What follows belongs to an exercise in optimizing a design on an open flow for small area and a short achievable clock period; a production flow would make more cautious choices. In this exercise RTL edits were held to simulation tests only and were not proved equivalent to the original.

==> flow/design.v <==
package pn_pkg;
    localparam int TOK_DEPTH = 12;               
    localparam logic [1:0] MODE_PREFIX  = 2'd2;
    localparam logic [1:0] MODE_POSTFIX = 2'd3;
    localparam logic [2:0] OP_ADD     = 3'd0;
    localparam logic [2:0] OP_SUB     = 3'd1;
    localparam logic [2:0] OP_MUL     = 3'd2;
    localparam logic [2:0] OP_ABS_SUM = 3'd3;
endpackage
`timescale 1ns/10ps
module pn_token_buffer (
    input  logic       clk,
    input  logic       in_valid,
    input  logic       operator,
    input  logic [2:0] in,
    output logic [2:0] val,          
    output logic       is_op,        
    output logic       op_sub,       
    output logic       op_mul,       
    output logic       op_abs,       
    output logic       op_sum        
);
    logic [3:0] ent [pn_pkg::TOK_DEPTH];
    logic [3:0] nxt;                 
    assign nxt = in_valid ? {operator, in} : ent[1];
    always_ff @(posedge clk) begin
        for (int i = 0; i < pn_pkg::TOK_DEPTH; i++) begin
            if (in_valid)
                ent[i] <= (i == 0) ? {operator, in} : ent[(i == 0) ? 0 : i - 1];
            else
                ent[i] <= (i == pn_pkg::TOK_DEPTH - 1) ? ent[i] : ent[(i == pn_pkg::TOK_DEPTH - 1) ? i : i + 1];
        end
        op_sub <= nxt[3] && nxt[2:0] == pn_pkg::OP_SUB;
        op_mul <= nxt[3] && nxt[2:0] == pn_pkg::OP_MUL;
        op_abs <= nxt[3] && nxt[2:0] == pn_pkg::OP_ABS_SUM;
        op_sum <= nxt[3] && !nxt[2] && nxt[1:0] != 2'd2;
    end
    assign val   = ent[0][2:0];
    assign is_op = ent[0][3];
endmodule
`timescale 1ns/10ps
module pn_stack_eval (
    input  logic        clk,
    input  logic        rst_n,
    input  logic        start,       
    input  logic        ev,          
    input  logic        fin,         
    input  logic [2:0]  val,         
    input  logic        is_op,
    input  logic        op_sub,
    input  logic        op_mul,
    input  logic        op_abs,
    input  logic        op_sum,
    input  logic        prefix,      
    output logic [17:0] result       
);
    logic [2:0]  depth;              
    logic        topx;               
    logic [17:0] x;
    logic [9:0]  y;
    logic [2:0]  xk;                 
    logic [2:0]  yk;
    logic [15:0] ram0;               
    logic [9:0]  ram1;               
    logic [6:0]  ram2;               
    logic [2:0]  ram3;               
    logic [2:0]  k0;                 
    logic [1:0]  k1;                 
    logic [1:0]  k2;                 
    logic        sel_x;              
    logic        sel_y;
    logic        sel_r;
    logic [17:0] ys;
    logic        neg;
    logic [17:0] sum;
    logic [17:0] prd;
    logic [17:0] mag;
    logic [17:0] res;
    logic [2:0]  rk;                 
    logic        rbig;               
    logic [17:0] below;              
    logic [2:0]  bk;
    logic [17:0] nos;                
    logic [2:0]  nk;
    logic        push;
    logic        pop;
    logic [2:0]  nd;
    logic        ntopx;
    assign ys = {{8{y[9]}}, y};
    function automatic logic [17:0] booth_mul(input logic [17:0] a, input logic [9:0] b);
        logic [10:0] bb;
        logic [17:0] acc;
        logic [17:0] row;
        logic [18:0] a2;
        logic        one, two, ng;
        bb  = {b, 1'b0};
        a2  = {a, 1'b0};
        acc = '0;
        for (int i = 0; i < 5; i++) begin
            one = bb[2*i+1] ^ bb[2*i];
            two = (bb[2*i+2] & !bb[2*i+1] & !bb[2*i]) | (!bb[2*i+2] & bb[2*i+1] & bb[2*i]);
            ng  = bb[2*i+2];
            row = '0;
            for (int j = 0; j < 18; j++)
                row[j] = ((one & a[j]) | (two & a2[j])) ^ ng;
            acc = acc + (row << (2*i)) + ({17'd0, ng} << (2*i));
        end
        booth_mul = acc;
    endfunction
    always_comb begin
        sum = x + {{8{y[9] ^ op_sub}}, y ^ {10{op_sub}}} + {17'd0, op_sub};
        neg = op_sub ? (topx ^ prefix) : (op_abs && sum[17]);
        mag = neg ? -sum : sum;
        prd = booth_mul(x, y);
        res = ({18{op_mul}} & prd) | ({18{op_sum}} & mag);
        rk   = xk + yk;
        rbig = rk >= 3'd4;
        case (depth)
            3'd3:    begin below = {{2{ram0[15]}}, ram0}; bk = k0; end
            3'd4:    begin below = {{8{ram1[9]}}, ram1};  bk = {1'b0, k1}; end
            3'd5:    begin below = {{11{ram2[6]}}, ram2}; bk = {1'b0, k2}; end
            default: begin below = {15'd0, ram3};         bk = 3'd1; end
        endcase
        nos = topx ? ys : x;
        nk  = topx ? yk : xk;
        push  = ev && depth != 3'd7 && !is_op;
        pop   = ev && depth != 3'd7 && is_op && depth >= 3'd2;
        nd    = depth;
        ntopx = topx;
        if (start) begin
            nd = '0;
        end else if (push) begin
            nd    = depth + 1'b1;
            ntopx = 1'b0;
        end else if (pop) begin
            nd    = depth - 1'b1;
            ntopx = rbig;
        end
    end
    always_ff @(posedge clk) begin
        depth <= nd;
        topx  <= ntopx;
        if (push) begin
            x  <= topx ? x : ys;
            xk <= topx ? xk : yk;
            y  <= {7'd0, val};
            yk <= 3'd1;
            case (depth)
                3'd2: begin ram0 <= nos[15:0]; k0 <= nk; end
                3'd3: begin ram1 <= nos[9:0];  k1 <= nk[1:0] | {2{nk[2]}}; end
                3'd4: begin ram2 <= nos[6:0];  k2 <= nk[1:0] | {2{nk[2]}}; end
                3'd5:       ram3 <= nos[2:0];
                default: ;
            endcase
        end else if (pop) begin
            if (rbig) begin
                x  <= res;
                xk <= rk;
                y  <= below[9:0];
                yk <= bk;
            end else begin
                x  <= below;
                xk <= bk;
                y  <= res[9:0];
                yk <= rk;
            end
        end
    end
    always_ff @(posedge clk or negedge rst_n) begin
        if (!rst_n) begin
            sel_x <= 1'b0;
            sel_y <= 1'b0;
            sel_r <= 1'b0;
        end else begin
            sel_x <= fin && ((nd == 3'd1 && ntopx) || (nd == 3'd2 && !ntopx));
            sel_y <= fin && ((nd == 3'd1 && !ntopx) || (nd == 3'd2 && ntopx));
            sel_r <= fin && nd >= 3'd3;
        end
    end
    assign result = ({18{sel_x}} & x) | ({18{sel_y}} & ys) | ({18{sel_r}} & {{2{ram0[15]}}, ram0});
endmodule
`timescale 1ns/10ps
module pn_top (
    input  logic        clk,
    input  logic        rst_n,
    input  logic        in_valid,
    input  logic [1:0]  mode,
    input  logic        operator,
    input  logic [2:0]  in,
    output logic        out_valid,
    output logic [31:0] out
);
    logic        recv;           
    logic [3:0]  cnt;
    logic        acc;            
    logic        prefix;
    logic        res_q;          
    logic [2:0]  val;
    logic        is_op;
    logic        op_sub;
    logic        op_mul;
    logic        op_abs;
    logic        op_sum;
    logic [17:0] result;
    logic        start;
    logic        drain;
    logic        ev;
    logic        fin;
    assign start = in_valid && !recv;
    assign drain = recv ? !in_valid : (cnt != 4'd0);
    assign ev    = acc && (recv ? (!prefix || !in_valid) : (prefix && cnt != 4'd0));
    assign fin   = acc && drain && (cnt == 4'd1);
    always_ff @(posedge clk or negedge rst_n) begin
        if (!rst_n) begin
            recv  <= 1'b0;
            cnt   <= '0;
            res_q <= 1'b0;
        end else begin
            res_q <= fin;
            if (start) begin
                recv <= 1'b1;
                cnt  <= 4'd1;
            end else if (recv && in_valid) begin
                cnt  <= cnt + 1'b1;
            end else if (drain) begin
                recv <= 1'b0;
                cnt  <= acc ? cnt - 1'b1 : 4'd0;
            end
        end
    end
    always_ff @(posedge clk) begin
        if (start) begin
            acc    <= mode[1];
            prefix <= !mode[0];
        end
    end
    pn_token_buffer i_token_buffer (
        .clk      (clk),
        .in_valid (in_valid),
        .operator (operator),
        .in       (in),
        .val      (val),
        .is_op    (is_op),
        .op_sub   (op_sub),
        .op_mul   (op_mul),
        .op_abs   (op_abs),
        .op_sum   (op_sum)
    );
    pn_stack_eval i_stack_eval (
        .clk    (clk),
        .rst_n  (rst_n),
        .start  (start),
        .ev     (ev),
        .fin    (fin),
        .val    (val),
        .is_op  (is_op),
        .op_sub (op_sub),
        .op_mul (op_mul),
        .op_abs (op_abs),
        .op_sum (op_sum),
        .prefix (prefix),
        .result (result)
    );
    assign out_valid = res_q;
    assign out       = {{14{result[17]}}, result};
endmodule
==> flow/run.sh <==
#!/bin/bash
# synth_recipe.tcl (not shown) runs the flow's synth.tcl, then flattens the netlist and writes it again
# the make line also repeats each setting of config.mk as NAME=value (left out here)
make -C /OpenROAD-flow-scripts/flow DESIGN_CONFIG=/design/flow/config.mk WORK_HOME=/design/flow/orfs CLKGATE_MAP_FILE= SYNTH_SCRIPT=/design/flow/synth_recipe.tcl finish
==> flow/config.mk <==
export PLATFORM = sky130hd
export DESIGN_NAME = pn_top
export DESIGN_NICKNAME = pn_top
export VERILOG_FILES = /design/flow/design.v
export SDC_FILE = /design/flow/constraint.sdc
export NUM_CORES = 4
export LEC_CHECK = 0
export CAP_MARGIN = 20
export CORE_MARGIN = 2
export CORE_UTILIZATION = 40
export SETUP_SLACK_MARGIN = 5
export SLEW_MARGIN = 20
==> flow/constraint.sdc <==
create_clock -name core_clock -period 11.0 [get_ports {clk}]
set_input_delay 2.2000 -clock core_clock [delete_from_list [all_inputs] [get_ports {clk}]]
set_output_delay 2.2000 -clock core_clock [all_outputs]
set_load 0.01 [all_outputs]
==> results.cfg, run 1 <==
[yosys]
synth.top_cells.by_area = edfxtp_1, dfxtp_1, ha_1, fa_1, nand2_1
synth_largest_area_cell = edfxtp_1
synth-compound-area-share_pct = 21.81
syn-num-nets = 1580
post_synthesis_cells = 1473
synth_most_common_cell = nand2_1
mappedNetlistArea_sq_um = 12390
synth_top_cell_area_share_pct = 17.69
seq_area_frac_synth_pct = 29.53
dominantRegCellSynth = edfxtp_1
synth-edff-count = 73
post_synth_fa_ha_maj_area_fraction_pct = 14.24
synthDistinctLibCells = 76
synth.yosys.warnings = 4
yosys.area_share.simple_pct = 14.73
synth_top_cells_by_count = nand2_1, o21ai_0, nor2_1
asyncSetResetFlopFracSynth_pct = 6.250
post_synth_mux_area_share_pct = 6.968
ys_ff_latch = 144
main_combinational_cell_family_by_area_after_synthesis = compound AO/OA/AOI/OAI gates
mapped_avg_cell_area_sq_um = 8.412
synth-xor-area-share_pct = 5.271

[sta]
worstMarginPinSlew_ps = 1118
drv_slew = 0
timing.final.crit_period_ps = 5524
finalSetupViolCount = 0
layout_worst_path_cycle_share_pct = 50.22
rsz0062_at_grt = false
hold_ws_ps = 426.4
max_slew_margin_pct = 25.38
hold_viol_final = 0
timing.setup.tns_ps = 0
skew_ps = 9.290
max_freq_ghz = 0.1810

[hold_path]
hold_depth = 0
holdCritPathClass = flip-flop to flip-flop

[setup_path]
critical_path_class = flip-flop to flip-flop
timing.reg2reg.worst_path_depth = 18
worst_setup_path_start = i_stack_eval.y[1]
setup.worst_path.end_class = flip-flop
critical_path.reg2reg.startpoint = i_stack_eval.y[1]
r2r_setup_slack_ps = 5480
cp.required_ps = 11150
crit_path_to = i_stack_eval.x[13]
worst-path-max-fanout = 19
crit-reg2reg-capture = i_stack_eval.x[13]
timing.critical_path.arrival_ps = 5670
crit_path_start_kind = flip-flop

[clock_tree]
cts.sink_count = 144
clkTransAtPathRegs_ps = 60
maximum_buffer_depth_of_the_clock_tree = 2
clock_h_tree_levels = 4
cts_made_buffers = 17
cts.hold.buffers_added = 0
root_buffer = clkbuf_16
tritoncts_clock_tree = done
clock_insertion_delay_worst_skew_ps = 420

[drt]
final_antenna_net_count = 0
drt_first_iter_violations = 915
drt_pre_antenna_iters = 6
drc = 0
wl_per_cell_microns = 19.07
routed_wl_microns = 34830
route.vias.total = 10740
avgViaCountPerCell = 5.881

[floorplan]
floorplan.die.height_microns = 180
io-pin-count = 42
core_area_sq_um = 30510
floorplan.initialDensity_pct = 40.61
placement_rows = 64
die_area_sq_um = 32400
horizontal_die_dimension_microns = 180

[placement]
place_hpwl_microns = 24890
place.port_buffers = 41
routabilityCongestion = 0.9586
placed_cells_incl_taps = 1793

[global_route]
grt_first_pass_wirelength_microns = 54430
largest_net_degree_at_the_start_of_global_routing = 71
antenna_found_initial = 0
gr-total-overflow = 0
globalRouteTotalUtil_pct = 20.94
grt_pass1_vias = 9858

[layout]
layout-drive-gt1-share_pct = 9.650
final_net_count = 1524
nFillCells = 2941
flow.area_growth_from_synthesis_pct = 9.260
instances_no_fill = 1826
diodes = 0

[flow_run]
number_of_maximum_capacitance_violations = 0

[outcome]
result_of_the_run = no timing/DRC/antenna violations
flip-flops by register name, summed over array words and instances, names as in the netlist, 4 cells and up:
register	flops
i_stack_eval.ram2	7
cnt	4
i_stack_eval.y	10
i_token_buffer.ent	48
i_stack_eval.x	18
i_stack_eval.ram0	16
i_stack_eval.ram1	10
cell families after synthesis:
kind of cell,count (synthesis)
AO/OA/AOI/OAI,420
AND/OR/NAND/NOR,407
buffers and inverters,226
flip-flops,144
adder cells (fa/ha/maj),124
multiplexers,79
XOR/XNOR,73
critical path, stage by stage (launching register included):
cell and delay [ps]:
edfxtp_1 790, nand2_1 560, nand2_1 190, a21oi_1 80, nor2_1 90, a221oi_1 70
fa_1 540, inv_1 60, fa_1 520, inv_1 50, fa_1 480, ha_1 360
o21ai_0 140, o211ai_1 250, a311oi_1 130, nor3b_1 430, o21ai_0 150, a31oi_1 230
o221ai_1 130
cell type report:
type	instances	area [sq um]	area share (%)
multi-input cells	1103	7848	57.97
flip-flops and latches	144	3665	27.07
repair buffers	64	581.8	4.298
well taps	396	495.5	3.660
clock buffers	20	479.2	3.540
inverters	87	326.6	2.412
clock inverters	12	142.6	1.054
what timing repair did:
item	in CTS	in global routing
buffers inserted	0	1
endpoints found under the setup margin	0	5
gates resized for setup	0	1
metrics by stage:
stage | util, % | setup WS, ps | instance area [sq um]
floorplan | - | 5790 | 12390
detailed placement | 42.29 | 5122 | 12900
finish | 44.37 | 5476 | 13540
global placement | 42.29 | 5218 | 12900
CTS | 44.33 | 5106 | 13520
global route | 44.37 | 5061 | 13540
routing by layer:
layer | global-route usage [%] | share of wire [%]
met5 | 0 | 0
met4 | 7.447 | 3.2
met3 | 3.323 | 6.3
met2 | 34.57 | 47
met1 | 27.81 | 44
cell usage in the layout (no fill, tap or decap), drive strengths merged, types with 37 or more instances in the layout:
cell type / netlist / routed
clkdlybuf4s50: 0 / 40
inv: 87 / 91
nand2: 174 / 174
ha: 61 / 61
mux2: 55 / 55
edfxtp: 73 / 73
o21ai: 121 / 121
a21oi: 95 / 95
nor2: 113 / 113
dfxtp: 62 / 62
xnor2: 37 / 37
fa: 37 / 37
how the worst min path moves through the flow:
stage / from / to
2_1_floorplan: i_token_buffer.ent[10][0] / i_token_buffer.ent[11][0]
3_3_place_gp: i_token_buffer.ent[10][3] / i_token_buffer.ent[11][3]
3_5_place_dp: i_token_buffer.ent[10][2] / i_token_buffer.ent[11][2]
4_1_cts: i_token_buffer.ent[10][2] / i_token_buffer.ent[11][2]
5_1_grt: i_token_buffer.ent[10][2] / i_token_buffer.ent[11][2]
6_report: i_token_buffer.ent[10][2] / i_token_buffer.ent[11][2]
==> run 2, diff against run 1 <==
--- a/flow/config.mk
+++ b/flow/config.mk
@@ -10,2 +10,5 @@
 export CORE_UTILIZATION = 40
+export CTS_BUF_LIST = sky130_fd_sc_hd__clkbuf_4 sky130_fd_sc_hd__clkbuf_8
+export CTS_CLUSTER_DIAMETER = 60
+export CTS_CLUSTER_SIZE = 20
 export SETUP_SLACK_MARGIN = 5
==> run 2 against run 1 <==
  * Still clean
  * Final area decreased by 1.3%
  * Die area unchanged
  * Via count is 0.21% lower
  * Sequential share of layout area rose by 0.36 points
  * Flip-flop and latch count stayed put
  * Count of clock-buffer cells in the layout shrank 2
  * Final cell count unchanged
  * Core utilization fell by 0.58 points
  * Register-to-register slack worse by 50 ps
  * Wire length is 0.11% lower
  * Non-clock buffer count unchanged
  * Critical path type unchanged
==> results.cfg, run 2 <==
[floorplan]
floorplan.initialDensity_pct = 40.61
io-pin-count = 42
die_area_sq_um = 32400
horizontal_die_dimension_microns = 180
core_area_sq_um = 30510
floorplan.die.height_microns = 180
placement_rows = 64

[clock_tree]
cts_made_buffers = 17
root_buffer = clkbuf_8
clock_insertion_delay_worst_skew_ps = 440
cts.hold.buffers_added = 0
clkTransAtPathRegs_ps = 90
maximum_buffer_depth_of_the_clock_tree = 2
cts.sink_count = 144
tritoncts_clock_tree = done
clock_h_tree_levels = 4

[drt]
drc = 0
route.vias.total = 10720
final_antenna_net_count = 0
wl_per_cell_microns = 19.05
drt_first_iter_violations = 930
drt_pre_antenna_iters = 6
avgViaCountPerCell = 5.868
routed_wl_microns = 34790

[global_route]
largest_net_degree_at_the_start_of_global_routing = 71
globalRouteTotalUtil_pct = 20.89
antenna_found_initial = 0
grt_pass1_vias = 9832
grt_first_pass_wirelength_microns = 54440
gr-total-overflow = 0

[yosys]
syn-num-nets = 1580
synth_top_cell_area_share_pct = 17.69
seq_area_frac_synth_pct = 29.53
synth_largest_area_cell = edfxtp_1
synth_most_common_cell = nand2_1
dominantRegCellSynth = edfxtp_1
asyncSetResetFlopFracSynth_pct = 6.250
synth.top_cells.by_area = edfxtp_1, dfxtp_1, ha_1, fa_1, nand2_1
post_synthesis_cells = 1473
mappedNetlistArea_sq_um = 12390
synth-edff-count = 73
synth_top_cells_by_count = nand2_1, o21ai_0, nor2_1
synthDistinctLibCells = 76
mapped_avg_cell_area_sq_um = 8.412
synth.yosys.warnings = 4
ys_ff_latch = 144

[layout]
diodes = 0
seqCellArea_sq_um = 3665
top_regs = i_token_buffer.ent: 48 flops, i_stack_eval.x: 18 flops, i_stack_eval.ram0: 16 flops
multiInputGateArea_sq_um = 7848
largest_register_ff_count = 48
mostFrequentLayoutCell = nand2_1
most-common-layout-cells = nand2_1, o21ai_0, nor2_1
flow.area_growth_from_synthesis_pct = 7.826
final_net_count = 1524
final_cell_area_sq_um = 13360
nFillCells = 2964
max_flop_register = i_token_buffer.ent
layout-drive-gt1-share_pct = 9.720

[sta]
timing.final.crit_period_ps = 5576
hold_ws_ps = 431.6
finalSetupViolCount = 0
hold_viol_final = 0
setup_ws_ps = 5424
max_slew_margin_pct = 25.65
rsz0062_at_grt = false
drv_slew = 0
worstMarginPinSlew_ps = 1114
skew_ps = 11.27
max_freq_ghz = 0.1793
timing.setup.tns_ps = 0
layout_worst_path_cycle_share_pct = 50.69

[placement]
place.port_buffers = 41
placement.setup.worst_slack_ps = 5122
routabilityCongestion = 0.9586
postPlaceCellArea_sq_um = 12900
place_hpwl_microns = 24890

[setup_path]
worst-path-max-fanout = 19
cp.required_ps = 11180
setup.worst_path.end_class = flip-flop
crit_path_start_kind = flip-flop
timing.critical_path.arrival_ps = 5750
critical_path_class = flip-flop to flip-flop

[hold_path]
holdCritPathClass = flip-flop to flip-flop

[flow_run]
number_of_maximum_capacitance_violations = 0

[outcome]
result_of_the_run = no timing/DRC/antenna violations
==> run 2: cells by family (layout without fill, tap and decap cells) <==
kind of cell	after synthesis	count (layout)	synth area share, %
flops	144	144	29.53
simple gates	407	407	14.73
compound gates	420	420	21.81
xor+xnor	73	73	5.271
fa+ha+maj	124	124	14.24
buf+inv	226	183	7.452
mux	79	79	6.968
==> run 2: stage by stage <==
stage | util (%) | std cells
global route | 43.79 | 1826
floorplan | - | 1473
global placement | 42.29 | 1793
CTS | 43.75 | 1825
finish | 43.79 | 1826
detailed placement | 42.29 | 1793
==> run 2: final cells by class <==
type | instances | share of cell area, %
multi-input combinational | 1103 | 58.74
clock buffer | 18 | 1.807
tap | 396 | 3.709
sequential | 144 | 27.43
timing repair buffer | 64 | 4.355
inverter | 87 | 2.444
clock inverter | 14 | 1.517
==> run 2: routing by layer <==
layer  global-route usage, %  part of all wire (%)  vias up
met1                   27.67                    44     5152
met4                   6.634                   2.7        0
li1                        -                     -     5147
met2                   35.00                    47      353
met3                   3.241                   6.1       63
met5                       0                     0        -
==> run 2: path summary, 6_finish.rpt <==
path	from	end	slack, ps	depth (start not counted)
worst max register to register	i_stack_eval.y[1]	i_stack_eval.x[13]	5420	18
max in group asynchronous	rst_n	i_stack_eval.sel_y	8590	1
worst min-delay path	i_token_buffer.ent[10][2]	i_token_buffer.ent[11][2]	430	0
worst min register to register	i_token_buffer.ent[10][2]	i_token_buffer.ent[11][2]	430	0
min in group asynchronous	rst_n	i_stack_eval.sel_r	2090	1
worst max-delay path	i_stack_eval.y[1]	i_stack_eval.x[13]	5420	18
==> run 2: critical path, cell delays in order, from the launching register on <==
cell and delay [ps]:
edfxtp_1 800, nand2_1 590, nand2_1 200, a21oi_1 80
nor2_1 90, a221oi_1 70, fa_1 540, inv_1 60
fa_1 520, inv_1 50, fa_1 480, ha_1 360
o21ai_0 130, o211ai_1 250, a311oi_1 130, nor3b_1 440
o21ai_0 160, a31oi_1 230, o221ai_1 130
==> run 2: what timing repair did <==
action | CTS | global route
endpoints found under the setup margin | 0 | 5
hold endpoints to repair | 0 | 0
resized for setup | 0 | 1
setup buffers | 0 | 1
==> run 3, diff against run 2 <==
--- a/flow/config.mk
+++ b/flow/config.mk
@@ -10,5 +10,5 @@
 export CORE_UTILIZATION = 40
-export CTS_BUF_LIST = sky130_fd_sc_hd__clkbuf_4 sky130_fd_sc_hd__clkbuf_8
-export CTS_CLUSTER_DIAMETER = 60
-export CTS_CLUSTER_SIZE = 20
+export CTS_BUF_LIST = sky130_fd_sc_hd__clkbuf_8
+export CTS_CLUSTER_DIAMETER = 100
+export CTS_CLUSTER_SIZE = 30
 export SETUP_SLACK_MARGIN = 5
==> run 3 against run 2 <==
  * Critical endpoint unchanged
  * Via count shrank 0.15%
  * Die area is the same
  * First-iteration DRC count unchanged
  * Largest cell class unchanged
  * Critical path type unchanged
  * Worst hold slack about the same
  * Core utilization barely moved
  * Non-clock buffer count is the same
  * Final area hardly changed
==> results.cfg, run 3 <==
[yosys]
mapped_avg_cell_area_sq_um = 8.412
main_combinational_cell_family_by_area_after_synthesis = compound AO/OA/AOI/OAI gates
synth_top_cells_by_count = nand2_1, o21ai_0, nor2_1
synth.top_cells.by_area = edfxtp_1, dfxtp_1, ha_1, fa_1, nand2_1
seq_area_frac_synth_pct = 29.53
asyncSetResetFlopFracSynth_pct = 6.250
synth_most_common_cell = nand2_1
syn-num-nets = 1580
synth.yosys.warnings = 4
dominantRegCellSynth = edfxtp_1
synth_top_cell_area_share_pct = 17.69
synthDistinctLibCells = 76
synth-xor-area-share_pct = 5.271
synth-compound-area-share_pct = 21.81
synth-edff-count = 73
ys_ff_latch = 144
synth_largest_area_cell = edfxtp_1
mappedNetlistArea_sq_um = 12390
post_synth_fa_ha_maj_area_fraction_pct = 14.24
post_synth_mux_area_share_pct = 6.968
yosys.area_share.simple_pct = 14.73
post_synthesis_cells = 1473

[sta]
rsz0062_at_grt = false
worstMarginPinSlew_ps = 1114
hold_ws_ps = 431.6
timing.setup.tns_ps = 0
hold_viol_final = 0
drv_slew = 0
finalSetupViolCount = 0
max_freq_ghz = 0.1797
layout_worst_path_cycle_share_pct = 50.59
skew_ps = 10.27
max_slew_margin_pct = 25.65
timing.final.crit_period_ps = 5565

[drt]
drc = 0
final_antenna_net_count = 0
route.vias.total = 10700
routed_wl_microns = 34860
wl_per_cell_microns = 19.09
drt_first_iter_violations = 930
drt_pre_antenna_iters = 6
avgViaCountPerCell = 5.859

[placement]
place_hpwl_microns = 24890
place.port_buffers = 41
routabilityCongestion = 0.9586
placed_cells_incl_taps = 1793

[layout]
diodes = 0
flow.area_growth_from_synthesis_pct = 7.796
postLayoutCoreUtil_pct = 43.78
most-common-layout-cells = nand2_1, o21ai_0, nor2_1
layout-drive-gt1-share_pct = 9.650
largest_register_ff_count = 48
final_net_count = 1524
top_regs = i_token_buffer.ent: 48 flops, i_stack_eval.x: 18 flops, i_stack_eval.ram0: 16 flops
max_flop_register = i_token_buffer.ent
mostFrequentLayoutCell = nand2_1
nFillCells = 2966
instances_no_fill = 1826

[floorplan]
floorplan.die.height_microns = 180
placement_rows = 64
floorplan.initialDensity_pct = 40.61
core_area_sq_um = 30510
die_area_sq_um = 32400
io-pin-count = 42
horizontal_die_dimension_microns = 180

[flow_run]
number_of_maximum_capacitance_violations = 0

[clock_tree]
maximum_buffer_depth_of_the_clock_tree = 2
clkTransAtPathRegs_ps = 90
cts.sink_count = 144
clock_insertion_delay_worst_skew_ps = 440
cts_made_buffers = 17
tritoncts_clock_tree = done
clock_h_tree_levels = 4
root_buffer = clkbuf_8

[global_route]
globalRouteTotalUtil_pct = 20.89
largest_net_degree_at_the_start_of_global_routing = 71
grt_first_pass_wirelength_microns = 54440
antenna_found_initial = 0
grt_pass1_vias = 9832
gr-total-overflow = 0

[setup_path]
setup.worst_path.end_class = flip-flop
cp.required_ps = 11180
worst-path-max-fanout = 19
crit_path_start_kind = flip-flop
timing.critical_path.arrival_ps = 5740
critical_path_class = flip-flop to flip-flop

[hold_path]
holdCritPathClass = flip-flop to flip-flop

[outcome]
result_of_the_run = no timing/DRC/antenna violations
## run 3: final timing paths
path | startpoint | endpoint | slack (ps) | cells after the start
min in group asynchronous | rst_n | i_stack_eval.sel_r | 2090 | 1
min reg2reg | i_token_buffer.ent[10][2] | i_token_buffer.ent[11][2] | 430 | 0
max | i_stack_eval.y[1] | i_stack_eval.x[13] | 5440 | 18
min | i_token_buffer.ent[10][2] | i_token_buffer.ent[11][2] | 430 | 0
max in group asynchronous | rst_n | cnt[1] | 8590 | 1
max reg2reg | i_stack_eval.y[1] | i_stack_eval.x[13] | 5440 | 18
## run 3: logic make-up after synthesis
logic type	Yosys count
buffers and inverters	226
flip-flops	144
adder cells (fa/ha/maj)	124
AND/OR/NAND/NOR	407
AO/OA/AOI/OAI	420
XOR/XNOR	73
multiplexers	79
## run 3: final cells by class
class                   count  area (sq um)  area share [%]
flip-flops and latches    144          3665           27.44
well taps                 396         495.5           3.710
inverters                  87         326.6           2.445
repair buffers             64         581.8           4.356
multi-input cells        1103          7848           58.75
clock inverters            15         206.4           1.546
clock buffers              17         234.0           1.752
## run 3: per-stage QoR
stage / setup slack, ps / area (sq um)
2_1_floorplan: 5790 / 12390
3_3_place_gp: 5218 / 12900
3_5_place_dp: 5122 / 12900
4_1_cts: 5107 / 13340
5_1_grt: 5050 / 13360
6_report: 5435 / 13360
## run 3: per-layer routing
| metal | up-vias | share of wire (%) | GRT usage, % |
|---|---|---|---|
| met5 | - | 0 | 0 |
| met2 | 351 | 47 | 35.00 |
| met3 | 56 | 6.3 | 3.241 |
| met1 | 5147 | 44 | 27.67 |
| li1 | 5145 | - | - |
| met4 | 0 | 2.5 | 6.634 |
## run 3: critical path, stage by stage, from the launching register on
cell and delay [ps]:
edfxtp_1 800, nand2_1 560, nand2_1 190, a21oi_1 80, nor2_1 90, a221oi_1 70, fa_1 540, inv_1 60
fa_1 520, inv_1 50, fa_1 480, ha_1 360, o21ai_0 130, o211ai_1 250, a311oi_1 130, nor3b_1 440
o21ai_0 160, a31oi_1 240, o221ai_1 130
## run 3: repair_timing
action	in CTS	in global routing
gates resized for setup	0	1
endpoints found under the setup margin	0	5
hold buffers	0	0
buffers inserted	0	1
==> run 4, diff against run 3 <==
--- a/flow/design.v
+++ b/flow/design.v
@@ -89,21 +89,8 @@
     assign ys = {{8{y[9]}}, y};
-    function automatic logic [17:0] booth_mul(input logic [17:0] a, input logic [9:0] b);
-        logic [10:0] bb;
+    function automatic logic [17:0] mul18x10(input logic [17:0] a, input logic [9:0] b);
         logic [17:0] acc;
-        logic [17:0] row;
-        logic [18:0] a2;
-        logic        one, two, ng;
-        bb  = {b, 1'b0};
-        a2  = {a, 1'b0};
         acc = '0;
-        for (int i = 0; i < 5; i++) begin
-            one = bb[2*i+1] ^ bb[2*i];
-            two = (bb[2*i+2] & !bb[2*i+1] & !bb[2*i]) | (!bb[2*i+2] & bb[2*i+1] & bb[2*i]);
-            ng  = bb[2*i+2];
-            row = '0;
-            for (int j = 0; j < 18; j++)
-                row[j] = ((one & a[j]) | (two & a2[j])) ^ ng;
-            acc = acc + (row << (2*i)) + ({17'd0, ng} << (2*i));
-        end
-        booth_mul = acc;
+        for (int i = 0; i < 9; i++)
+            acc = acc + ((a & {18{b[i]}}) << i);
+        mul18x10 = acc - ((a & {18{b[9]}}) << 9);
     endfunction
@@ -113,3 +100,3 @@
         mag = neg ? -sum : sum;
-        prd = booth_mul(x, y);
+        prd = mul18x10(x, y);
         res = ({18{op_mul}} & prd) | ({18{op_sum}} & mag);
--- a/flow/config.mk
+++ b/flow/config.mk
@@ -10,5 +10,2 @@
 export CORE_UTILIZATION = 40
-export CTS_BUF_LIST = sky130_fd_sc_hd__clkbuf_8
-export CTS_CLUSTER_DIAMETER = 100
-export CTS_CLUSTER_SIZE = 30
 export SETUP_SLACK_MARGIN = 5
==> run 4 against run 3 <==
  * Highest routed layer unchanged
  * Critical path depth did not move
  * Global-route usage fell by 1.4 points
  * Critical endpoint is now i_stack_eval.x[17]
  * Final area fell by 0.91%
  * Final cell count fell by 10%
==> results.cfg, run 4 <==
[outcome]
result_of_the_run = no timing/DRC/antenna violations

[sta]
hold_viol_final = 0
timing.final.crit_period_ps = 5723
worstMarginPinSlew_ps = 1062
max_freq_ghz = 0.1747
drv_slew = 0
finalSetupViolCount = 0
layout_worst_path_cycle_share_pct = 52.03
timing.setup.tns_ps = 0
rsz0062_at_grt = false
skew_ps = 24.83
setup_ws_ps = 5277
max_slew_margin_pct = 29.10

[floorplan]
core_area_sq_um = 29560
io-pin-count = 42
floorplan.initialDensity_pct = 40.44
placement_rows = 63
die_area_sq_um = 31280
horizontal_die_dimension_microns = 176.9
floorplan.die.height_microns = 176.9

[clock_tree]
clock_insertion_delay_worst_skew_ps = 440
clkTransAtPathRegs_ps = 70
cts.hold.buffers_added = 0
cts_made_buffers = 17
cts.sink_count = 144
root_buffer = clkbuf_16
maximum_buffer_depth_of_the_clock_tree = 2
clock_h_tree_levels = 4
tritoncts_clock_tree = done

[layout]
diodes = 0
instances_no_fill = 1643
most-common-layout-cells = nand2_1, inv_1, fa_1
multiInputGateArea_sq_um = 7358
layout-drive-gt1-share_pct = 13.25
nFillCells = 2864
mostFrequentLayoutCell = nand2_1
seqCellArea_sq_um = 3666
max_flop_register = i_token_buffer.ent
flow.area_growth_from_synthesis_pct = 10.72
final_net_count = 1402
top_regs = i_token_buffer.ent: 48 flops, i_stack_eval.x: 18 flops, i_stack_eval.ram0: 16 flops
largest_register_ff_count = 48

[placement]
place_hpwl_microns = 21690
placed_cells_incl_taps = 1580
placement.setup.worst_slack_ps = 5107
place.port_buffers = 41
routabilityCongestion = 0.8354

[global_route]
gr-total-overflow = 0
globalRouteTotalUtil_pct = 19.46
grt_first_pass_wirelength_microns = 47600
antenna_found_initial = 0
largest_net_degree_at_the_start_of_global_routing = 58
grt_pass1_vias = 8802

[setup_path]
cpPeakStageDelay_ps = 640
cp.required_ps = 11180
worst-path-max-fanout = 12
crit_path_start_kind = flip-flop
path_delay_family = adder cells
timing.critical_path.arrival_ps = 5900
crit_path_frequent_cell = fa_1
critical_path_class = flip-flop to flip-flop
path_cells = and2_1 -> fa_1 -> fa_1 -> fa_1 -> fa_1 -> inv_1 -> fa_1 -> inv_1 -> ha_1 -> or2_2 -> a21oi_1 -> a21oi_1 -> a211oi_1 -> o21bai_1 -> a21oi_1 -> xnor2_1 -> a221oi_1 -> nor2_1
setup.worst_path.end_class = flip-flop
cp.buffers_inverters = 2
library_cell_contributing_the_largest_single_delay_on_the_critical_path = edfxtp_1

[yosys]
dominantRegCellSynth = edfxtp_1
synth-edff-count = 73
synth_top_cells_by_count = nand2_1, inv_1, fa_1
post_synthesis_cells = 1228
seq_area_frac_synth_pct = 30.60
synth_top_cell_area_share_pct = 18.34
mapped_avg_cell_area_sq_um = 9.734
synth.top_cells.by_area = edfxtp_1, fa_1, dfxtp_1, ha_1, mux2_2
synth.yosys.warnings = 4
syn-num-nets = 1390
synth_largest_area_cell = edfxtp_1
synth_most_common_cell = nand2_1
asyncSetResetFlopFracSynth_pct = 6.250
synthDistinctLibCells = 89
mappedNetlistArea_sq_um = 11950
ys_ff_latch = 144

[drt]
drc = 0
drt_first_iter_violations = 613
avgViaCountPerCell = 5.428
routed_wl_microns = 29790
route.vias.total = 8918
wl_per_cell_microns = 18.13
final_antenna_net_count = 0
drt_pre_antenna_iters = 5

[flow_run]
number_of_maximum_capacitance_violations = 0

[hold_path]
holdCritPathClass = flip-flop to flip-flop
[run 4: cell types whose count changed in the layout (fill, tap and decap cells not counted), sizes merged, moves of 16 or more]
| cell | delta |
|---|---|
| and2 | +56 |
| a22o | -16 |
| o22ai | -26 |
| fa | +55 |
| nand2 | -32 |
| maj3 | -26 |
| nor2 | -61 |
| a21oi | -33 |
| mux2i | -17 |
| inv | +41 |
| o21ai | -65 |
| buf | +17 |
| a221oi | -17 |
[run 4: layout make-up]
class,count,area share (%)
Clock buffer,18,3.243
Clock inverter,14,0.9265
Inverter,123,3.488
Multi-Input combinational cell,873,55.60
Sequential cell,144,27.70
Tap cell,390,3.687
Timing Repair Buffer,81,5.360
[run 4: path summary, 6_finish.rpt]
| check | start | to | slack, ps | cells past startpoint |
|---|---|---|---|---|
| max | i_stack_eval.x[9] | i_stack_eval.x[17] | 5280 | 18 |
| min | i_token_buffer.ent[10][1] | i_token_buffer.ent[11][1] | 440 | 0 |
| max reg2reg | i_stack_eval.x[9] | i_stack_eval.x[17] | 5280 | 18 |
| min reg2reg | i_token_buffer.ent[10][1] | i_token_buffer.ent[11][1] | 440 | 0 |
| max in group asynchronous | rst_n | cnt[3] | 8590 | 1 |
| min in group asynchronous | rst_n | recv | 2090 | 1 |
[run 4: what timing repair did]
| action | 4_1_cts | 5_1_grt |
|---|---|---|
| setup endpoints to repair | 0 | 3 |
| resized for setup | 0 | 7 |
| buffers inserted | 0 | 31 |
[run 4: worst reg2reg max path: stages, from the launching register on]
cell and delay (ps):
edfxtp_1 640, and2_1 300, fa_1 560, fa_1 430, fa_1 480, fa_1 490, inv_1 50, fa_1 530
inv_1 40, ha_1 320, or2_2 280, a21oi_1 180, a21oi_1 80, a211oi_1 360, o21bai_1 100, a21oi_1 190
xnor2_1 80, a221oi_1 280, nor2_1 70
[run 4: cell families after synthesis]
kind of cell | Yosys count | share of synthesized area [%]
buffers and inverters | 211 | 7.934
flip-flops | 144 | 30.60
adder cells (fa/ha/maj) | 153 | 21.79
AND/OR/NAND/NOR | 360 | 15.25
AO/OA/AOI/OAI | 232 | 13.54
multiplexers | 61 | 5.778
XOR/XNOR | 67 | 5.097
[run 4: per-layer routing]
| metal | share of wire [%] | global-route usage (%) |
|---|---|---|
| met4 | 3.4 | 8.230 |
| met1 | 42 | 24.92 |
| met3 | 5.3 | 2.212 |
| met5 | 0 | 0 |
| met2 | 50 | 33.33 |
[run 4: metrics by stage]
step | hold WS (ps) | utilization [%] | instance area (sq um)
floorplan | 404.4 | - | 11950
global placement | 411.9 | 42.08 | 12440
detailed placement | 417.6 | 42.08 | 12440
CTS | 440.3 | 43.95 | 12990
global route | 455.1 | 44.77 | 13240
finish | 438.7 | 44.77 | 13240
==> run 5, diff against run 4 <==
==> flow/flow/run.sh (new file) <==
#!/bin/bash
set -e
export SETUP_SLACK_MARGIN=7
bash standard.sh > standard.log 2>&1
==> flow/standard.sh (new file) <==
#!/bin/bash
# synth_recipe.tcl (not shown) runs the flow's synth.tcl, then flattens the netlist and writes it again
# the make line also repeats each setting of config.mk as NAME=value (left out here)
make -C /OpenROAD-flow-scripts/flow DESIGN_CONFIG=/design/flow/config.mk WORK_HOME=/design/flow/orfs CLKGATE_MAP_FILE= SYNTH_SCRIPT=/design/flow/synth_recipe.tcl "${@:-finish}"
--- a/flow/config.mk
+++ b/flow/config.mk
@@ -10,3 +10,2 @@
 export CORE_UTILIZATION = 40
-export SETUP_SLACK_MARGIN = 5
 export SLEW_MARGIN = 20
removed: flow/run.sh
==> run 5 against run 4 <==
  * Register-to-register slack better by 550 ps
  * Synthesized area stayed put
  * Wire length is 13% higher
  * First-iteration DRC count is 13% higher
  * Core utilization is 4.4 points higher
  * Die area stayed put
  * Still clean
  * Synthesized cell count stayed put
==> results.cfg, run 5 <==
[yosys]
synth-compound-area-share_pct = 13.54
yosys.area_share.simple_pct = 15.25
ys_ff_latch = 144
synthDistinctLibCells = 89
syn-num-nets = 1390
synth-xor-area-share_pct = 5.097
asyncSetResetFlopFracSynth_pct = 6.250
synth_most_common_cell = nand2_1
dominantRegCellSynth = edfxtp_1
seq_area_frac_synth_pct = 30.60
synth_top_cells_by_count = nand2_1, inv_1, fa_1
synth-edff-count = 73
post_synth_fa_ha_maj_area_fraction_pct = 21.79
post_synthesis_cells = 1228
synth.top_cells.by_area = edfxtp_1, fa_1, dfxtp_1, ha_1, mux2_2
synth.yosys.warnings = 4
mapped_avg_cell_area_sq_um = 9.734
post_synth_mux_area_share_pct = 5.778
main_combinational_cell_family_by_area_after_synthesis = adder cells
mappedNetlistArea_sq_um = 11950
synth_largest_area_cell = edfxtp_1
synth_top_cell_area_share_pct = 18.34

[layout]
nFillCells = 2690
largest_register_ff_count = 48
multiInputGateArea_sq_um = 7856
final_net_count = 1483
max_flop_register = i_token_buffer.ent
most-common-layout-cells = nand2_1, inv_1, fa_1
final_cell_area_sq_um = 14550
postLayoutCoreUtil_pct = 49.21
top_regs = i_token_buffer.ent: 48 flops, i_stack_eval.x: 18 flops, i_stack_eval.ram0: 16 flops
layout-drive-gt1-share_pct = 26.76
mostFrequentLayoutCell = nand2_1
flow.area_growth_from_synthesis_pct = 21.68
diodes = 0
seqCellArea_sq_um = 3691

[global_route]
gr-max-usage-layer = met2
groute.layer.met3.usage_pct = 3.458
globalRouteTotalUtil_pct = 21.64
largest_net_degree_at_the_start_of_global_routing = 58
gr-total-overflow = 0
grt_pass1_vias = 9260
grt_first_pass_wirelength_microns = 51690
antenna_found_initial = 0
globalRouteMet2Util_pct = 37.29
groute.layer.met1.usage_pct = 27.09

[flow_run]
number_of_maximum_capacitance_violations = 0

[clock_tree]
cts.sink_count = 144
tritoncts_clock_tree = done
maximum_buffer_depth_of_the_clock_tree = 2
cts.hold.buffers_added = 0
clock_insertion_delay_worst_skew_ps = 430
clock_h_tree_levels = 4
clkTransAtPathRegs_ps = 70
root_buffer = clkbuf_16
cts_made_buffers = 17

[drt]
drt_pre_antenna_iters = 6
avgViaCountPerCell = 5.447
final_antenna_net_count = 0
wl_per_cell_microns = 19.57
routed_wl_microns = 33750
route.vias.total = 9390
drt_first_iter_violations = 693
drc = 0

[sta]
finalSetupViolCount = 0
max_slew_margin_pct = 44.13
max_freq_ghz = 0.1932
timing.final.crit_period_ps = 5177
rsz0062_at_grt = true
layout_worst_path_cycle_share_pct = 47.07
timing.setup.tns_ps = 0
hold_viol_final = 0
skew_ps = 13.33
worstMarginPinSlew_ps = 829.3
drv_slew = 0

[placement]
place_hpwl_microns = 22200
place.port_buffers = 41
routabilityCongestion = 0.8237
postPlaceCellArea_sq_um = 12560

[hold_path]
holdCritPathClass = flip-flop to flip-flop
hold_depth = 0

[setup_path]
crit_path_frequent_cell = fa_1
worst-path-max-fanout = 4
cp.buffers_inverters = 4
cp.required_ps = 11170
path_delay_family = adder cells
setup.worst_path.end_class = flip-flop
path_cells = buf_4 -> and2_1 -> fa_1 -> fa_1 -> fa_1 -> fa_1 -> inv_1 -> fa_1 -> inv_1 -> ha_4 -> nor3_4 -> a21oi_4 -> a211oi_4 -> buf_4 -> xnor2_2 -> a21oi_1 -> o21ai_1 -> nor3b_2 -> nor2_1
timing.critical_path.arrival_ps = 5350
library_cell_contributing_the_largest_single_delay_on_the_critical_path = fa_1
timing.critical_path.depth = 19
critical_path_class = flip-flop to flip-flop
cpPeakStageDelay_ps = 570
timing.reg2reg.worst_path_depth = 19
crit_path_start_kind = flip-flop

[floorplan]
horizontal_die_dimension_microns = 176.9
io-pin-count = 42
floorplan.initialDensity_pct = 40.44
core_area_sq_um = 29560
placement_rows = 63
floorplan.die.height_microns = 176.9
die_area_sq_um = 31280

[outcome]
result_of_the_run = no timing/DRC/antenna violations
run 5: cell counts after synthesis:
No cell type changed its count.
run 5: logic make-up after synthesis:
family,after synthesis
flip-flops,144
AO/OA/AOI/OAI,232
buffers and inverters,211
XOR/XNOR,67
adder cells (fa/ha/maj),153
AND/OR/NAND/NOR,360
multiplexers,61
run 5: path summary, 6_finish.rpt:
path	start	to	slack, ps
min in group asynchronous	rst_n	res_q	2090
setup reg to reg	i_stack_eval.x[10]	i_stack_eval.x[15]	5820
hold reg to reg	i_token_buffer.ent[10][2]	i_token_buffer.ent[11][2]	430
setup / recovery	i_stack_eval.x[10]	i_stack_eval.x[15]	5820
hold / removal	i_token_buffer.ent[10][2]	i_token_buffer.ent[11][2]	430
max in group asynchronous	rst_n	i_stack_eval.sel_x	8550
run 5: area by class of cell:
cell class | instances | share of cell area (%)
clock buffers | 20 | 3.217
clock inverters | 12 | 0.7828
inverters | 123 | 3.174
flip-flops and latches | 144 | 25.38
multi-input cells | 875 | 54.01
repair buffers | 160 | 10.08
well taps | 390 | 3.355
run 5: timing repair:
action / CTS / global route
gates resized for setup: 131 / 94
pin swaps: 59 / 36
gates cloned: 4 / 3
buffers inserted: 71 / 35
endpoints found under the setup margin: 137 / 73
run 5: per-stage QoR:
| step | cells | hold WS [ps] | setup WS (ps) |
|---|---|---|---|
| finish | 1724 | 426.8 | 5823 |
| global route | 1724 | 444.9 | 5628 |
| CTS | 1686 | 431.1 | 5778 |
| detailed placement | 1579 | 414.8 | 5397 |
| global placement | 1579 | 413.3 | 5503 |
| floorplan | 1228 | 404.4 | 5928 |
run 5: routing by layer:
layer	share of wire [%]	wire length (microns)	up-vias
met1	41	13720	4660
li1	-	-	4394
met2	50	16970	274
met4	4.0	1338	0
met3	5.1	1715	62
met5	0	0	-
==> run 6, diff against run 5 <==
--- a/flow/design.v
+++ b/flow/design.v
@@ -60,4 +60,4 @@
     logic [9:0]  y;
-    logic [2:0]  xk;                 
-    logic [2:0]  yk;
+    logic [1:0]  xk;                 
+    logic [1:0]  yk;                 
     logic [15:0] ram0;               
@@ -66,5 +66,5 @@
     logic [2:0]  ram3;               
-    logic [2:0]  k0;                 
+    logic [1:0]  k0;                 
     logic [1:0]  k1;                 
-    logic [1:0]  k2;                 
+    logic        k2;                 
     logic        sel_x;              
@@ -78,8 +78,9 @@
     logic [17:0] res;
-    logic [2:0]  rk;                 
+    logic [2:0]  ksum;
+    logic [1:0]  rk;                 
     logic        rbig;               
     logic [17:0] below;              
-    logic [2:0]  bk;
+    logic [1:0]  bk;
     logic [17:0] nos;                
-    logic [2:0]  nk;
+    logic [1:0]  nk;
     logic        push;
@@ -89,8 +90,21 @@
     assign ys = {{8{y[9]}}, y};
-    function automatic logic [17:0] mul18x10(input logic [17:0] a, input logic [9:0] b);
+    function automatic logic [17:0] booth_mul(input logic [17:0] a, input logic [9:0] b);
+        logic [10:0] bb;
         logic [17:0] acc;
+        logic [17:0] row;
+        logic [18:0] a2;
+        logic        one, two, ng;
+        bb  = {b, 1'b0};
+        a2  = {a, 1'b0};
         acc = '0;
-        for (int i = 0; i < 9; i++)
-            acc = acc + ((a & {18{b[i]}}) << i);
-        mul18x10 = acc - ((a & {18{b[9]}}) << 9);
+        for (int i = 0; i < 5; i++) begin
+            one = bb[2*i+1] ^ bb[2*i];
+            two = (bb[2*i+2] & !bb[2*i+1] & !bb[2*i]) | (!bb[2*i+2] & bb[2*i+1] & bb[2*i]);
+            ng  = bb[2*i+2];
+            row = '0;
+            for (int j = 0; j < 18; j++)
+                row[j] = ((one & a[j]) | (two & a2[j])) ^ ng;
+            acc = acc + (row << (2*i)) + ({17'd0, ng} << (2*i));
+        end
+        booth_mul = acc;
     endfunction
@@ -100,11 +114,12 @@
         mag = neg ? -sum : sum;
-        prd = mul18x10(x, y);
+        prd = booth_mul(x, y);
         res = ({18{op_mul}} & prd) | ({18{op_sum}} & mag);
-        rk   = xk + yk;
-        rbig = rk >= 3'd4;
+        ksum = {1'b0, xk} + {1'b0, yk} + 3'd1;
+        rk   = ksum[2] ? 2'd3 : ksum[1:0];
+        rbig = ksum >= 3'd3;
         case (depth)
             3'd3:    begin below = {{2{ram0[15]}}, ram0}; bk = k0; end
-            3'd4:    begin below = {{8{ram1[9]}}, ram1};  bk = {1'b0, k1}; end
+            3'd4:    begin below = {{8{ram1[9]}}, ram1};  bk = k1; end
             3'd5:    begin below = {{11{ram2[6]}}, ram2}; bk = {1'b0, k2}; end
-            default: begin below = {15'd0, ram3};         bk = 3'd1; end
+            default: begin below = {15'd0, ram3};         bk = 2'd0; end
         endcase
@@ -133,7 +148,7 @@
             y  <= {7'd0, val};
-            yk <= 3'd1;
+            yk <= 2'd0;
             case (depth)
                 3'd2: begin ram0 <= nos[15:0]; k0 <= nk; end
-                3'd3: begin ram1 <= nos[9:0];  k1 <= nk[1:0] | {2{nk[2]}}; end
-                3'd4: begin ram2 <= nos[6:0];  k2 <= nk[1:0] | {2{nk[2]}}; end
+                3'd3: begin ram1 <= nos[9:0];  k1 <= nk; end
+                3'd4: begin ram2 <= nos[6:0];  k2 <= nk != 2'd0; end
                 3'd5:       ram3 <= nos[2:0];
==> flow/run.sh (new file) <==
#!/bin/bash
# synth_recipe.tcl (not shown) runs the flow's synth.tcl, then flattens the netlist and writes it again
# the make line also repeats each setting of config.mk as NAME=value (left out here)
make -C /OpenROAD-flow-scripts/flow DESIGN_CONFIG=/design/flow/config.mk WORK_HOME=/design/flow/orfs CLKGATE_MAP_FILE= SYNTH_SCRIPT=/design/flow/synth_recipe.tcl finish
--- a/flow/config.mk
+++ b/flow/config.mk
@@ -10,2 +10,6 @@
 export CORE_UTILIZATION = 40
+export CTS_BUF_LIST = sky130_fd_sc_hd__clkbuf_8
+export CTS_CLUSTER_DIAMETER = 100
+export CTS_CLUSTER_SIZE = 30
+export SETUP_SLACK_MARGIN = 5
 export SLEW_MARGIN = 20
removed: flow/flow/run.sh
removed: flow/standard.sh
==> run 6 against run 5 <==
  * Critical endpoint is now i_stack_eval.x[17]
  * Synthesized cell count is 20% higher
  * Fmax is 5.3% lower
  * Wire length is 0.82% lower
  * Sequential share of layout area is 1.9 points higher
  * Flip-flop and latch count is 4 lower
  * Core utilization is 5.5 points lower
  * First-iteration DRC count is 51% higher
  * Via count is 14% higher
==> results.cfg, run 6 <==
[floorplan]
floorplan.initialDensity_pct = 40.88
horizontal_die_dimension_microns = 178.5
placement_rows = 63
die_area_sq_um = 31860
core_area_sq_um = 29800
io-pin-count = 42
floorplan.die.height_microns = 178.5

[yosys]
synth_largest_area_cell = edfxtp_1
synth_top_cells_by_count = nand2_1, a21oi_1, o21ai_0
synth-edff-count = 70
mappedNetlistArea_sq_um = 12180
synth_top_cell_area_share_pct = 17.26
mapped_avg_cell_area_sq_um = 8.269
synthDistinctLibCells = 68
ys_ff_latch = 140
asyncSetResetFlopFracSynth_pct = 6.429
synth_most_common_cell = nand2_1
seq_area_frac_synth_pct = 29.13
post_synthesis_cells = 1473
synth.yosys.warnings = 4
synth.top_cells.by_area = edfxtp_1, dfxtp_1, ha_1, fa_1, a21oi_1
syn-num-nets = 1580
dominantRegCellSynth = edfxtp_1

[layout]
most-common-layout-cells = nand2_1, a21oi_1, o21ai_0
flow.area_growth_from_synthesis_pct = 7.036
top_regs = i_token_buffer.ent: 48 flops, i_stack_eval.x: 18 flops, i_stack_eval.ram0: 16 flops
largest_register_ff_count = 48
final_net_count = 1519
mostFrequentLayoutCell = nand2_1
diodes = 0
max_flop_register = i_token_buffer.ent
instances_no_fill = 1815
nFillCells = 2969
layout-drive-gt1-share_pct = 8.140

[setup_path]
cp.required_ps = 11200
crit_path_frequent_cell = fa_1
cpPeakStageDelay_ps = 580
crit_path_to = i_stack_eval.x[17]
r2r_setup_slack_ps = 5540
critical_path_class = flip-flop to flip-flop
path_delay_family = adder cells
worst-path-max-fanout = 37
cp.buffers_inverters = 3
crit-reg2reg-capture = i_stack_eval.x[17]
timing.reg2reg.worst_path_depth = 19
setup.worst_path.end_class = flip-flop
library_cell_contributing_the_largest_single_delay_on_the_critical_path = edfxtp_1
worst_setup_path_start = i_stack_eval.y[1]
crit_path_start_kind = flip-flop
timing.critical_path.depth = 19
critical_path.reg2reg.startpoint = i_stack_eval.y[1]
timing.critical_path.arrival_ps = 5660
path_cells = buf_4 -> xor2_1 -> and2_2 -> a221oi_1 -> fa_1 -> inv_1 -> fa_1 -> inv_1 -> fa_1 -> ha_1 -> o21ai_0 -> o21ai_0 -> nand3_1 -> a21o_1 -> a21oi_1 -> a31oi_1 -> xnor2_1 -> nand2_1 -> o2111ai_1

[global_route]
largest_net_degree_at_the_start_of_global_routing = 69
gr-total-overflow = 0
grt_pass1_vias = 9688
globalRouteTotalUtil_pct = 21.47
grt_first_pass_wirelength_microns = 53590
antenna_found_initial = 0

[clock_tree]
tritoncts_clock_tree = done
clkTransAtPathRegs_ps = 90
clock_h_tree_levels = 4
cts.hold.buffers_added = 0
clock_insertion_delay_worst_skew_ps = 460
maximum_buffer_depth_of_the_clock_tree = 2
cts_resized = 0
cts_made_buffers = 17
cts.sink_count = 140
cts_setup_buffers = 0
root_buffer = clkbuf_8

[placement]
placed_cells_incl_taps = 1783
place_hpwl_microns = 24160
place.port_buffers = 41
routabilityCongestion = 0.9117

[drt]
drt_first_iter_violations = 1049
avgViaCountPerCell = 5.888
drc = 0
routed_wl_microns = 33470
final_antenna_net_count = 0
drt_pre_antenna_iters = 6
wl_per_cell_microns = 18.44
route.vias.total = 10690

[sta]
finalSetupViolCount = 0
hold_ws_ps = 438.2
rsz0062_at_grt = false
max_freq_ghz = 0.1830
timing.final.crit_period_ps = 5465
drv_slew = 0
hold_viol_final = 0
worstMarginPinSlew_ps = 1094
timing.setup.tns_ps = 0
skew_ps = 17.86
layout_worst_path_cycle_share_pct = 49.68
max_slew_margin_pct = 27.08

[flow_run]
number_of_maximum_capacitance_violations = 0

[hold_path]
holdCritPathClass = flip-flop to flip-flop

[outcome]
result_of_the_run = no timing/DRC/antenna violations
## run 6: cell types whose count changed in the layout (fill, tap and decap cells not counted), moves of 26 or more
| cell | previous run | this run |
|---|---|---|
| o21ai_0 | 41 | 117 |
| a21oi_1 | 56 | 121 |
| buf_4 | 78 | 17 |
| nor2_1 | 50 | 104 |
| fa_1 | 84 | 37 |
| and2_1 | 51 | 8 |
| clkdlybuf4s50_1 | 8 | 40 |
| buf_6 | 30 | 0 |
| o22ai_1 | 4 | 32 |
| maj3_1 | 0 | 26 |
## run 6: stage by stage
| step | utilization (%) | cell area (sq um) | setup WS, ps |
|---|---|---|---|
| detailed placement | 42.45 | 12650 | 5218 |
| global route | 43.76 | 13040 | 5108 |
| global placement | 42.45 | 12650 | 5394 |
| floorplan | - | 12180 | 5732 |
| finish | 43.76 | 13040 | 5535 |
| CTS | 43.72 | 13030 | 5198 |
## run 6: layout make-up
cell class,instances,area (sq um),share of cell area (%)
flip-flops and latches,140,3555,27.26
inverters,95,356.6,2.735
multi-input cells,1100,7727,59.27
clock inverters,15,143.9,1.104
well taps,390,488.0,3.743
repair buffers,58,533.0,4.088
clock buffers,17,234.0,1.795
## run 6: layer usage
metal	part of all wire (%)	GRT usage [%]	vias up
met5	0	0	-
met4	1.3	4.302	0
met3	6.3	3.090	32
met2	46	34.91	355
met1	46	30.36	5165
li1	-	-	5135
## run 6: cells by family after synthesis
logic type                 count (synthesis)  synth area share [%]
xor gates and xnor gates                  84                 6.040
and+or+nand+nor                          388                 14.52
adders and majority gates                124                 14.48
AOI/OAI and AO/OA                        448                 22.97
DFF                                      140                 29.13
buffers and inverters                    233                 7.704
muxes                                     56                 5.146
## run 6: worst min-delay path by stage
stage	from	to	cells past startpoint
detailed placement	i_token_buffer.ent[10][3]	i_token_buffer.ent[11][3]	0
global route	i_token_buffer.ent[10][1]	i_token_buffer.ent[11][1]	0
CTS	i_token_buffer.ent[10][0]	i_token_buffer.ent[11][0]	0
global placement	i_token_buffer.ent[10][1]	i_token_buffer.ent[11][1]	0
finish	i_token_buffer.ent[10][1]	i_token_buffer.ent[11][1]	0
floorplan	i_token_buffer.ent[10][0]	i_token_buffer.ent[11][0]	0
==> run 7, diff against run 6 <==
==> flow/flow/run.sh (new file) <==
#!/bin/bash
# the standard layout; the buffers that global placement puts on the ports
# are the smallest buffer cell instead of the one buffer_ports picks
set -e
export BUFFER_PORTS_ARGS="-buffer_cell sky130_fd_sc_hd__buf_1"
bash standard.sh > standard.log 2>&1
==> flow/standard.sh (new file) <==
#!/bin/bash
# synth_recipe.tcl (not shown) runs the flow's synth.tcl, then flattens the netlist and writes it again
# the make line also repeats each setting of config.mk as NAME=value (left out here)
make -C /OpenROAD-flow-scripts/flow DESIGN_CONFIG=/design/flow/config.mk WORK_HOME=/design/flow/orfs CLKGATE_MAP_FILE= SYNTH_SCRIPT=/design/flow/synth_recipe.tcl "${@:-finish}"
removed: flow/run.sh
==> run 7 against run 6 <==
  * Still clean on timing, DRC and antenna
  * Final area shrank 1.6%
  * Critical endpoint unchanged
  * Wire length grew 3.7%
  * Clock skew grew 13 ps
  * Synthesized cell count is the same
==> results.cfg, run 7 <==
[drt]
wl_per_cell_microns = 19.10
route.vias.total = 10780
final_antenna_net_count = 0
drc = 0
avgViaCountPerCell = 5.933
routed_wl_microns = 34710
drt_first_iter_violations = 1381
drt_pre_antenna_iters = 6

[placement]
placement.setup.worst_slack_ps = 5449
routabilityCongestion = 0.9051
place_hpwl_microns = 24290
placed_cells_incl_taps = 1785
postPlaceCellArea_sq_um = 12410
place.port_buffers = 41

[yosys]
ys_ff_latch = 140
seq_area_frac_synth_pct = 29.13
synth_most_common_cell = nand2_1
synth.yosys.warnings = 4
synth_largest_area_cell = edfxtp_1
syn-num-nets = 1580
synth-edff-count = 70
asyncSetResetFlopFracSynth_pct = 6.429
mappedNetlistArea_sq_um = 12180
synth_top_cells_by_count = nand2_1, a21oi_1, o21ai_0
synth.top_cells.by_area = edfxtp_1, dfxtp_1, ha_1, fa_1, a21oi_1
dominantRegCellSynth = edfxtp_1
synthDistinctLibCells = 68
mapped_avg_cell_area_sq_um = 8.269
post_synthesis_cells = 1473
synth_top_cell_area_share_pct = 17.26

[layout]
flow.area_growth_from_synthesis_pct = 5.362
final_net_count = 1521
postLayoutCoreUtil_pct = 43.07
largest_register_ff_count = 48
most-common-layout-cells = nand2_1, a21oi_1, o21ai_0
layout-drive-gt1-share_pct = 8.199
top_regs = i_token_buffer.ent: 48 flops, i_stack_eval.x: 18 flops, i_stack_eval.ram0: 16 flops
mostFrequentLayoutCell = nand2_1
max_flop_register = i_token_buffer.ent
diodes = 0
final_cell_area_sq_um = 12830
instances_no_fill = 1817

[floorplan]
io-pin-count = 42
core_area_sq_um = 29800
horizontal_die_dimension_microns = 178.5
floorplan.initialDensity_pct = 40.88
floorplan.die.height_microns = 178.5
placement_rows = 63
die_area_sq_um = 31860

[global_route]
antenna_found_initial = 0
globalRouteTotalUtil_pct = 22.33
largest_net_degree_at_the_start_of_global_routing = 68
grt_pass1_vias = 10120
gr-total-overflow = 0
grt_first_pass_wirelength_microns = 55770

[clock_tree]
clkTransAtPathRegs_ps = 90
cts.hold.buffers_added = 0
root_buffer = clkbuf_8
cts_made_buffers = 17
clock_insertion_delay_worst_skew_ps = 480
clock_h_tree_levels = 4
maximum_buffer_depth_of_the_clock_tree = 2
cts.sink_count = 140
tritoncts_clock_tree = done

[sta]
finalSetupViolCount = 0
hold_viol_final = 0
hold_ws_ps = 435.7
timing.setup.tns_ps = 0
max_slew_margin_pct = 29.44
worstMarginPinSlew_ps = 1058
timing.final.crit_period_ps = 5383
max_freq_ghz = 0.1858
layout_worst_path_cycle_share_pct = 48.93
rsz0062_at_grt = false
skew_ps = 30.88
drv_slew = 0
setup_ws_ps = 5617

[hold_path]
holdCritPathClass = flip-flop to flip-flop

[setup_path]
timing.reg2reg.worst_path_depth = 18
cp.required_ps = 11190
r2r_setup_slack_ps = 5620
crit_path_to = i_stack_eval.x[17]
crit_path_start_kind = flip-flop
critical_path.reg2reg.startpoint = i_stack_eval.y[2]
critical_path_class = flip-flop to flip-flop
worst_setup_path_start = i_stack_eval.y[2]
timing.critical_path.arrival_ps = 5580
worst-path-max-fanout = 14
crit-reg2reg-capture = i_stack_eval.x[17]
setup.worst_path.end_class = flip-flop

[outcome]
result_of_the_run = no timing/DRC/antenna violations

[flow_run]
number_of_maximum_capacitance_violations = 0
[run 7: cells by family (layout without fill, tap and decap cells)]
logic type                 Yosys count  in the layout  share of synthesized area [%]
DFF                                140            140                          29.13
xor gates and xnor gates            84             84                          6.040
muxes                               56             56                          5.146
adders and majority gates          124            124                          14.48
and+or+nand+nor                    388            388                          14.52
buffers and inverters              233            187                          7.704
AOI/OAI and AO/OA                  448            448                          22.97
[run 7: worst min-delay path by stage]
stage                     depth (start not counted)  slack [ps]                        end                 startpoint
after floorplan                                   0         400  i_token_buffer.ent[11][0]  i_token_buffer.ent[10][0]
after global placement                            0         410  i_token_buffer.ent[11][0]  i_token_buffer.ent[10][0]
after detailed placement                          0         420  i_token_buffer.ent[11][0]  i_token_buffer.ent[10][0]
after CTS                                         0         440  i_token_buffer.ent[11][0]  i_token_buffer.ent[10][0]
after global routing                              0         450  i_token_buffer.ent[11][0]  i_token_buffer.ent[10][0]
final                                             0         440  i_token_buffer.ent[11][0]  i_token_buffer.ent[10][0]
[run 7: area by class of cell]
cell class,count,area (sq um)
Clock inverter,15,185.2
Timing Repair Buffer,60,297.8
Multi-Input combinational cell,1100,7717
Fill cell,3029,16960
Sequential cell,140,3555
Clock buffer,17,234.0
Tap cell,390,488.0
Inverter,95,356.6
[run 7: metal layers]
metal	wire, microns	track usage [%]	vias up
met5	0	0	-
met4	740	6.538	0
met3	2991	4.582	53
met2	15530	34.64	448
met1	15440	31.29	5129
li1	-	-	5150
[run 7: critical path, stage by stage (launching register included)]
cell       delay [ps]
edfxtp_1          570
xor2_1            440
and2_1            610
a221oi_1          200
fa_1              530
inv_1              60
fa_1              530
inv_1              50
fa_1              470
ha_1              340
o21ai_0            90
o21ai_0           230
nand3_1           110
a21o_1            190
a21oi_1           200
a31oi_1           140
xnor2_1           150
nand2_1            90
o2111ai_1         110
[run 7: timing repair]
item | 4_1_cts | 5_1_grt
gates resized for setup | 0 | 1
setup endpoints to repair | 0 | 2
setup buffers | 0 | 0

-- afterwards: timing with drivers on the ports --
How much do the figures lean on ideal ports? The routed layouts below were timed once more, with nothing changed but the port constraints. Step 1 sets driving cells, clkbuf_16 on the clock port and buf_2 on the other inputs (assumed; they add their load-dependent delay and slew). Step 2 also shifts input and output timing later by t, the mid clock arrival at the registers, as if the neighbouring blocks saw the same clock. a / b / c = ideal / step 1 / step 2; a / b = the first two.
run	t, ns	setup slack, ns	hold slack, ns	worst setup path at the end	worst register clock-pin slew, ns
run 1	0.452	5.476 / 5.476 / 5.476	0.426 / 0.426 / 0.426	register to register	0.06 / 0.06
run 2	0.468	5.424 / 5.424 / 5.424	0.432 / 0.432 / 0.432	register to register	0.09 / 0.09
run 3	0.470	5.435 / 5.435 / 5.435	0.432 / 0.432 / 0.432	register to register	0.09 / 0.09
run 4	0.468	5.277 / 5.277 / 5.277	0.439 / 0.439 / 0.439	register to register	0.07 / 0.07
run 5	0.470	5.823 / 5.823 / 5.823	0.427 / 0.427 / 0.427	register to register	0.07 / 0.07
run 6	0.494	5.535 / 5.535 / 5.535	0.438 / 0.438 / 0.438	register to register	0.10 / 0.10
run 7	0.506	5.617 / 5.617 / 5.517	0.436 / 0.436 / 0.436	input to register	0.12 / 0.12
After both steps every run listed still meets setup and hold. The setup slack of run 7, which loses most, moves by 0.000 ns with the drivers and by -0.100 ns with both steps.
